Context: an optimization exercise on an open-source flow, tuned for a short achievable clock period and few clock cycles per item. The choices shown serve that exercise and are no tape-out recipe. In this exercise RTL edits were held to simulation tests only and were not proved equivalent to the original. Power is estimated from default activity; no workload was simulated.

--- flow/design.v ---
`timescale 1ns / 1ps
package wrg_pkg;
  localparam int POOL_DEPTH = 16;
  localparam int ADDR_W     = $clog2(POOL_DEPTH);
  localparam int WORD_W     = 32;
  localparam int CHUNK_W    = 4;
  localparam int CHUNKS     = WORD_W / CHUNK_W;
  typedef logic [ADDR_W-1:0]  addr_t;
  typedef logic [WORD_W-1:0]  word_t;
  typedef logic [CHUNK_W-1:0] chunk_t;
  typedef logic [CHUNKS-1:1]  carry_t;
  localparam word_t SEED_RESET  = 32'd1;
  localparam word_t TEMPER_MASK = 32'hDA44_2D24;
  function automatic logic [CHUNK_W:0] add_chunk(chunk_t a, chunk_t b, logic ci);
    chunk_t g, p, gn, pn, c;
    g = a & b;
    p = a ^ b;
    g[0] = g[0] | (p[0] & ci);
    for (int d = 1; d < CHUNK_W; d = d * 2) begin
      gn = g;
      pn = p;
      for (int i = d; i < CHUNK_W; i++) begin
        gn[i] = g[i] | (p[i] & g[i-d]);
        pn[i] = p[i] & p[i-d];
      end
      g = gn;
      p = pn;
    end
    c = {g[CHUNK_W-2:0], ci};
    add_chunk = {g[CHUNK_W-1], (a ^ b) ^ c};
  endfunction
  function automatic logic [WORD_W+CHUNKS-2:0] add_split(word_t a, word_t b, logic ci);
    word_t  s;
    carry_t cy;
    logic [CHUNK_W:0] r;
    for (int j = 0; j < CHUNKS; j++) begin
      r = add_chunk(a[j*CHUNK_W +: CHUNK_W], b[j*CHUNK_W +: CHUNK_W], (j == 0) ? ci : 1'b0);
      s[j*CHUNK_W +: CHUNK_W] = r[CHUNK_W-1:0];
      if (j < CHUNKS - 1) cy[j+1] = r[CHUNK_W];
    end
    add_split = {cy, s};
  endfunction
  function automatic carry_t carry_ahead(word_t x, carry_t cy);
    carry_t g, p, gn, pn;
    g = cy;
    p[1] = 1'b0;
    for (int j = 2; j < CHUNKS; j++) p[j] = &x[(j-1)*CHUNK_W +: CHUNK_W];
    for (int d = 1; d < CHUNKS - 1; d = d * 2) begin
      gn = g;
      pn = p;
      for (int j = 1 + d; j < CHUNKS; j++) begin
        gn[j] = g[j] | (p[j] & g[j-d]);
        pn[j] = p[j] & p[j-d];
      end
      g = gn;
      p = pn;
    end
    carry_ahead = g;
  endfunction
  function automatic word_t carry_in(word_t x, carry_t cin);
    chunk_t xc;
    word_t  s;
    s[CHUNK_W-1:0] = x[CHUNK_W-1:0];
    for (int j = 1; j < CHUNKS; j++) begin
      xc = x[j*CHUNK_W +: CHUNK_W];
      s[j*CHUNK_W] = xc[0] ^ cin[j];
      for (int i = 1; i < CHUNK_W; i++) begin
        s[j*CHUNK_W + i] = xc[i] ^ (cin[j] & (&(xc | ~chunk_t'((1 << i) - 1))));
      end
    end
    carry_in = s;
  endfunction
endpackage
`timescale 1ns / 1ps
module wrg_pool (
  input  logic            clk,
  input  logic            rst,
  input  logic            seed_we,
  input  wrg_pkg::word_t  seed_wdata,
  input  logic            draw,        
  output logic            busy,        
  output wrg_pkg::word_t  word         
);
  localparam int N = wrg_pkg::POOL_DEPTH;
  wrg_pkg::word_t sd_in, sd, s11_s, s11_c, s13_s, s13_c;
  logic           ld1, ld2, ld3;
  assign sd_in = rst ? wrg_pkg::SEED_RESET : seed_wdata;
  assign busy  = ld1;
  always_ff @(posedge clk) begin
    ld1   <= rst || seed_we;
    ld2   <= ld1;
    ld3   <= ld2;
    sd    <= sd_in;
    s11_s <= sd_in ^ (sd_in << 1) ^ (sd_in << 3);
    s11_c <= ((sd_in & (sd_in << 1)) | (sd_in & (sd_in << 3)) |
              ((sd_in << 1) & (sd_in << 3))) << 1;
    s13_s <= sd_in ^ (sd_in << 2) ^ (sd_in << 3);
    s13_c <= ((sd_in & (sd_in << 2)) | (sd_in & (sd_in << 3)) |
              ((sd_in << 2) & (sd_in << 3))) << 1;
  end
  wrg_pkg::word_t op_a [1:N-1];
  wrg_pkg::word_t op_b [1:N-1];
  logic           op_c [1:N-1];
  always_comb begin
    for (int k = 1; k < N; k++) begin
      op_b[k] = '0;
      op_c[k] = 1'b0;
    end
    op_a[1]  = sd;
    op_a[2]  = sd << 1;
    op_a[3]  = sd;        op_b[3]  = sd << 1;
    op_a[4]  = sd << 2;
    op_a[5]  = sd;        op_b[5]  = sd << 2;
    op_a[6]  = sd << 1;   op_b[6]  = sd << 2;
    op_a[7]  = sd << 3;   op_b[7]  = ~sd;          op_c[7]  = 1'b1;
    op_a[8]  = sd << 3;
    op_a[9]  = sd;        op_b[9]  = sd << 3;
    op_a[10] = sd << 1;   op_b[10] = sd << 3;
    op_a[11] = s11_s;     op_b[11] = s11_c;
    op_a[12] = sd << 2;   op_b[12] = sd << 3;
    op_a[13] = s13_s;     op_b[13] = s13_c;
    op_a[14] = sd << 4;   op_b[14] = ~(sd << 1);   op_c[14] = 1'b1;
    op_a[15] = sd << 4;   op_b[15] = ~sd;          op_c[15] = 1'b1;
  end
  wrg_pkg::word_t sr [1:N-1];
  wrg_pkg::carry_t cy [1:N-1];    
  wrg_pkg::carry_t ci [1:N-1];    
  wrg_pkg::word_t cur;
  function automatic logic [2*wrg_pkg::WORD_W-1:0] pool_terms(wrg_pkg::word_t far,
                                                               wrg_pkg::word_t mid,
                                                               wrg_pkg::word_t prev);
    wrg_pkg::word_t f, c, r, q;
    f = far ^ (far << 15);
    c = mid ^ (mid >> 11);
    r = f ^ c;
    q = prev ^ (prev << 2) ^ c ^ (c << 28) ^ ((r << 5) & wrg_pkg::TEMPER_MASK) ^ (f << 18);
    pool_terms = {q, r};
  endfunction
  wrg_pkg::word_t q, r, qc, rc, a, a_new, w;
  logic           ld3_go;
  assign ld3_go = ld3 && !ld1 && !ld2;
  assign a      = cur;
  assign a_new  = a ^ (a << 16) ^ r ^ rc;
  assign w      = q ^ qc ^ ((a << 5) & wrg_pkg::TEMPER_MASK) ^
                  ((a << 21) & wrg_pkg::TEMPER_MASK) ^ (a << 18);
  assign word   = w;
  always_ff @(posedge clk) begin
    if (draw) begin
      {q, r} <= pool_terms(sr[12], sr[8], sr[14]);
    end else begin
      {q, r} <= pool_terms(sr[13], sr[9], sr[15]);
    end
  end
  always_ff @(posedge clk) begin
    if (ld3_go) begin
      {qc, rc} <= pool_terms(wrg_pkg::carry_in(sr[13], ci[13]) ^ sr[13],
                             wrg_pkg::carry_in(sr[9], ci[9]) ^ sr[9],
                             wrg_pkg::carry_in(sr[15], ci[15]) ^ sr[15]);
    end else begin
      {qc, rc} <= '0;
    end
  end
  logic [wrg_pkg::WORD_W+wrg_pkg::CHUNKS-2:0] split [1:N-1];
  always_comb begin
    for (int k = 1; k < N; k++) split[k] = wrg_pkg::add_split(op_a[k], op_b[k], op_c[k]);
  end
  always_ff @(posedge clk) begin
    for (int k = 1; k < N; k++) begin
      cy[k] <= split[k][wrg_pkg::WORD_W +: wrg_pkg::CHUNKS-1];
      ci[k] <= wrg_pkg::carry_ahead(sr[k], cy[k]);
    end
  end
  always_ff @(posedge clk) begin
    if (ld1) begin
      cur <= '0;
      for (int k = 1; k < N; k++) sr[k] <= split[k][wrg_pkg::WORD_W-1:0];
    end else if (ld2) begin
    end else if (ld3) begin
      for (int k = 1; k < N; k++) sr[k] <= wrg_pkg::carry_in(sr[k], ci[k]);
    end else if (draw) begin
      cur   <= w;
      sr[1] <= a_new;
      for (int k = 2; k < N; k++) sr[k] <= sr[k-1];
    end
  end
endmodule
`timescale 1ns / 1ps
module wrg_core (
  input  logic              clk,
  input  logic              rst,
  input  logic              clear,       
  input  logic              busy,        
  input  logic              req_valid,
  input  logic              req_draw,
  output logic              in_ready,
  output logic              draw,        
  input  wrg_pkg::word_t    word,        
  output logic              out_valid,
  input  logic              out_ready,
  output wrg_pkg::word_t    out_word
);
  localparam int DEPTH = 3;
  wrg_pkg::word_t   e [0:DEPTH-1];
  logic [DEPTH-1:0] v;
  logic             ready_q;
  logic             draw_q;
  logic             pop, acc;
  logic [DEPTH-1:0] v_push, v_next;
  logic [DEPTH:0]   occ;        
  assign pop = v[0] && out_ready;
  assign acc = req_valid && ready_q && req_draw && !clear && !rst;
  assign v_push = draw_q ? {v[DEPTH-2:0], 1'b1} : v;
  assign v_next = pop ? {1'b0, v_push[DEPTH-1:1]} : v_push;
  assign occ    = {v_push, 1'b1};
  always_ff @(posedge clk) begin
    if (rst || clear) begin
      v       <= '0;
      draw_q  <= 1'b0;
      ready_q <= 1'b0;
    end else begin
      v       <= v_next;
      draw_q  <= acc;
      case ({acc, pop})
        2'b10:   ready_q <= !busy && !occ[DEPTH-1];
        2'b01:   ready_q <= !busy;
        default: ready_q <= !busy && !occ[DEPTH];
      endcase
    end
  end
  for (genvar i = 0; i < DEPTH; i++) begin : g_e
    wrg_pkg::word_t nxt;
    if (i < DEPTH - 1) begin : g_mid
      assign nxt = v[i+1] ? e[i+1] : word;
    end else begin : g_last
      assign nxt = word;
    end
    if (i == 0) begin : g_head
      logic                load;
      wrg_pkg::word_t      e0_n, d0;
      assign load = pop || !v[i];
      assign d0   = load ? nxt : ~e0_n;
      always_ff @(posedge clk) begin
        e[i] <= d0;
        e0_n <= ~d0;
      end
    end else begin : g_tail
      always_ff @(posedge clk) begin
        if (pop || !v[i]) e[i] <= nxt;
      end
    end
  end
  assign in_ready  = ready_q;
  assign draw      = draw_q;
  assign out_valid = v[0];
  assign out_word  = e[0];
endmodule
`timescale 1ns / 1ps
module well512_random_generator_unit (
  input  logic        clk,
  input  logic        rst,
  input  logic        s_axis_tvalid,
  output logic        s_axis_tready,
  input  logic [7:0]  s_axis_tdata,    
  output logic        m_axis_tvalid,
  input  logic        m_axis_tready,
  output logic [31:0] m_axis_tdata,    
  input  logic        seed_we,
  input  logic [31:0] seed_wdata
);
  logic           draw;
  logic           busy;
  wrg_pkg::word_t word;
  wrg_pool u_pool (
    .clk        (clk),
    .rst        (rst),
    .seed_we    (seed_we),
    .seed_wdata (seed_wdata),
    .draw       (draw),
    .busy       (busy),
    .word       (word)
  );
  wrg_core u_core (
    .clk       (clk),
    .rst       (rst),
    .clear     (seed_we),
    .busy      (busy),
    .req_valid (s_axis_tvalid),
    .req_draw  (s_axis_tdata[0]),
    .in_ready  (s_axis_tready),
    .draw      (draw),
    .word      (word),
    .out_valid (m_axis_tvalid),
    .out_ready (m_axis_tready),
    .out_word  (m_axis_tdata)
  );
endmodule
--- flow/run.sh ---
#!/bin/bash
# synth_recipe.tcl (not shown) runs the flow's synth.tcl, then flattens the netlist and writes it again
# the make line also repeats each setting of config.mk as NAME=value (left out here)
make -C /OpenROAD-flow-scripts/flow DESIGN_CONFIG=/design/flow/config.mk WORK_HOME=/design/flow/orfs CLKGATE_MAP_FILE= SYNTH_SCRIPT=/design/flow/synth_recipe.tcl finish
--- flow/config.mk ---
export PLATFORM = sky130hd
export DESIGN_NAME = well512_random_generator_unit
export DESIGN_NICKNAME = well512_random_generator_unit
export VERILOG_FILES = /design/flow/design.v
export SDC_FILE = /design/flow/constraint.sdc
export NUM_CORES = 4
export LEC_CHECK = 0
export CAP_MARGIN = 20
export CORE_MARGIN = 2
export CORE_UTILIZATION = 55
export SETUP_SLACK_MARGIN = 3.3
export SLEW_MARGIN = 20
export TNS_END_PERCENT = 100
--- flow/constraint.sdc ---
create_clock -name core_clock -period 5.2 [get_ports {clk}]
set_input_delay 1.0400 -clock core_clock [delete_from_list [all_inputs] [get_ports {clk}]]
set_output_delay 1.0400 -clock core_clock [all_outputs]
set_load 0.01 [all_outputs]
==> notes.md <==
per-layer routing:
layer,GRT usage (%),wire length [um]
met1,48.36,79450
met2,49.27,78720
met3,5.183,15180
met4,10.75,6756
met5,0,0
layout make-up:
| type | instances | area share (%) |
|---|---|---|
| Multi-Input combinational cell | 3942 | 44.65 |
| Sequential cell | 1078 | 40.03 |
| Timing Repair Buffer | 412 | 5.976 |
| Clock buffer | 172 | 5.134 |
| Tap cell | 1380 | 2.549 |
| Inverter | 176 | 1.084 |
| Clock inverter | 50 | 0.5782 |
worst paths after layout:
path	end	slack [ps]	cells past startpoint
worst max-delay path	m_axis_tvalid	2990	1
worst min-delay path	u_pool.ci[13][1]$_DFF_P_	340	0
worst max register to register	u_pool.sr[15][23]$_DFFE_PP_	3240	8
worst min register to register	u_pool.ci[13][1]$_DFF_P_	340	0
synth_stat cells (31+ instances only):
cell type	count	area [sq um]
nand4_1	97	606.8
mux2_2	31	349.1
a22o_1	47	411.6
a21oi_1	157	785.8
a21o_1	81	608.1
xor2_1	349	3057
nand2_1	786	2950
fa_1	136	2723
nand3_1	96	480.5
ha_1	281	3516
nor2_1	180	675.7
nor2b_1	57	356.6
clkbuf_1	208	780.8
mux2i_1	160	1602
buf_2	59	295.3
xnor2_1	656	5746
dfxtp_1	540	10810
inv_1	176	660.6
o21ai_0	576	2883
nand2b_1	43	269.0
o21bai_1	31	232.7
edfxtp_1	538	16160
registers in the layout (all words and copies together), names as in the netlist:
signal	cells
u_pool.sr	480
u_pool.s11_c	30
u_pool.ld2	1
u_pool.ci	77
u_core.g_e.g_head.e0_n	32
u_pool.qc	28
u_core.v	3
u_pool.q	32
u_pool.s13_c	29
u_pool.ld3	1
u_pool.ld1	1
u_core.ready_q	1
u_pool.r	32
u_pool.s11_s	31
u_core.draw_q	1
u_pool.s13_s	32
u_core.e	96
u_pool.cur	32
u_pool.rc	32
u_pool.sd	30
u_pool.cy	77
per-stage QoR:
step	area, sq um	hold slack (ps)	total power (uW)	instances
floorplan	57830	324.2	16760	5485
global placement	59430	329.9	19110	6682
detailed placement	59430	335.0	19230	6682
CTS	66190	345.3	28030	7129
global route	67730	354.1	29540	7210
finish	67730	344.2	28320	7210
timing repair:
item / 4_1_cts / 5_1_grt
resized for setup: 368 / 178
setup endpoints to repair: 1233 / 547
pin swaps: 32 / 37
hold buffers: 0 / 0
buffers inserted: 216 / 73
gates cloned: 9 / 8
logic make-up (layout without fill, tap and decap cells):
kind of cell	after synthesis	count (layout)
compound gates	985	985
xor+xnor	1017	1017
fa+ha+maj	417	417
buf+inv	472	810
flops	1078	1078
mux	194	194
simple gates	1322	1329
power by group:
part | internal [uW] | switching, uW | leakage (uW)
Sequential | 10800 | 1270 | 0.0102
Clock | 4820 | 3540 | 0.00192
Combinational | 3580 | 4300 | 0.0162
Total | 19200 | 9120 | 0.0283
==> results.yml <==
run_status:
  outcome: "timing/DRC/antenna clean"
logic_synthesis:
  synth-compound-area-share_pct: 9.759
  syn_inst: 5485
  synth.distinct_cells: 50
  yosys.area_share.simple_pct: 10.07
  syn_area_sq_um: 57480
  synthXorXnorAreaFrac_pct: 15.68
  synth_seq_cells: 1078
  avgSynthCellArea_sq_um: 10.48
  synth_warnings: 10
  async_flop_share_pct: 0
  ys_seq_area_share_pct: 46.92
  synth_edf_count: 538
  synth_flop_cell: "dfxtp_1"
  syn-num-nets: 5947
  synth_top_family_by_area: "XOR/XNOR gates"
  synth_mux_area_share_pct: 3.472
  synth_fa_ha_area_share_pct: 10.85
worst_hold_path:
  worstHoldStart: "u_pool.cy[13][1]$_DFF_P_"
  hp-class: "flop to flop"
finish:
  final_layout_size_suffix_gt1_share_pct: 15.92
  nets: 6188
  final-seq-area_sq_um: 27110
  final_cell_mix: "nand2_1, xnor2_1, o21ai_0, edfxtp_1, dfxtp_1"
  fin_util_pct: 65.35
  syn2layout_area_growth_pct: 17.84
  layout_commonest_cell: "nand2_1"
  multi_input_area_sq_um: 30240
  antenna-diode-count: 0
  fillers: 8337
critical_path:
  critPathRequiredTime_ps: 4160
  crit_path_start: "u_core.v[0]$_SDFFE_PP0P_"
  arrival_ps: 1170
  crit_fanout: 2
  cp_slowest_cell: "dfxtp_4"
  crit_path_max_incr_delay_ps: 340
  path_cells: "buf_6"
  critPathLaunchType: "flop"
  critPathTopFamily: "flip-flops"
  endpoint_kind: "output pin"
  path_buf_inv: 1
  setup.worst_path.class: "flop to output pin"
  r2r_start: "u_pool.sd[17]$_DFF_P_"
routing:
  drc: 0
  drt_pass1_iterations: 5
  ant_nets: 0
  drtIter0Drc: 4592
  drt_wl_total_mm: 180.1
  routedWlPerCell_um: 24.98
  vias: 41750
  viasPerCell: 5.790
timing:
  fin_skew_ps: 26.26
  fin_crit_ps: 2207
  final_hold_viol_count: 0
  max_freq_mhz: 453.1
  setup_ws_ps: 2993
  finalSetupViolations: 0
  fin_crit_sh_pct: 42.45
  tightest_slew_ps: 900.4
  slew_viol_final: 0
  rsz0062_at_grt: "true"
  fin_setup_tns_ps: 0
  worst_slew_margin_rel_pct: 39.54
placed_design:
  port_buffers: 71
  hpwl_mm: 122.6
  dp_slack_ps: 2004
  place_congestion: 0.9527
clock_network:
  cts_made_buffers: 116
  cts_tree: "yes"
  insertion_delay_ps: 720
  clkSlewWorstSetupHoldPaths_ps: 60
  root_buffer: "clkbuf_16"
  cts.htree.levels: 3
  clock-sinks: 1078
  cts_buffer_depth: 3
grt:
  track_usage_pct: 32.76
  grt-ovfl-total: 0
  grt_pass1_vias: 38970
  antenna_found_initial: 15
  grt_max_degree: 160
  grt_pass1_wl_mm: 258.5
die:
  die_w_um: 327.3
  coreArea_sq_um: 103600
  start_util_pct: 55.45
  std_cell_rows: 118
  die_height_um: 327.3
  fp.dieArea_sq_um: 107100
  ios: 79
power_and_ir_drop:
  ir_drop_v: 0.0003078
  power_density_nw_per_um2: 418.2
  total_leakage_power_uw: 0.02829
run:
  cap_viol_max_count: 0
Testbench counts, summed over its fixed seeds: cycles 16,544, items 16,384.

[port drivers added, routing unchanged]
The results above use ideal ports. As a check the final layout listed here was re-extracted and re-timed, cells and wires unchanged.
Step 1 (the two cells are an assumption about what drives the block):
set clk [get_ports {clk}]
set_driving_cell -lib_cell sky130_fd_sc_hd__clkbuf_16 $clk
set_driving_cell -lib_cell sky130_fd_sc_hd__buf_2 [delete_from_list [all_inputs] $clk]
Step 2 moves the port delays by t, midway between the first and last clock arrival at a register: inputs arrive t later, outputs are due t later. That takes back most of the time a late clock gives input paths.
Slacks: ideal ports / drivers / drivers and shift; pairs: ideal ports / drivers.
t, ns: 0.782
slack for setup (ns): 2.993 / 2.922 / 2.619
hold slack, ns: 0.344 / 0.344 / 0.344
After both steps this run still meets setup and hold. For this run, drivers alone change the setup slack by -0.071 ns; drivers and shift together by -0.374 ns.
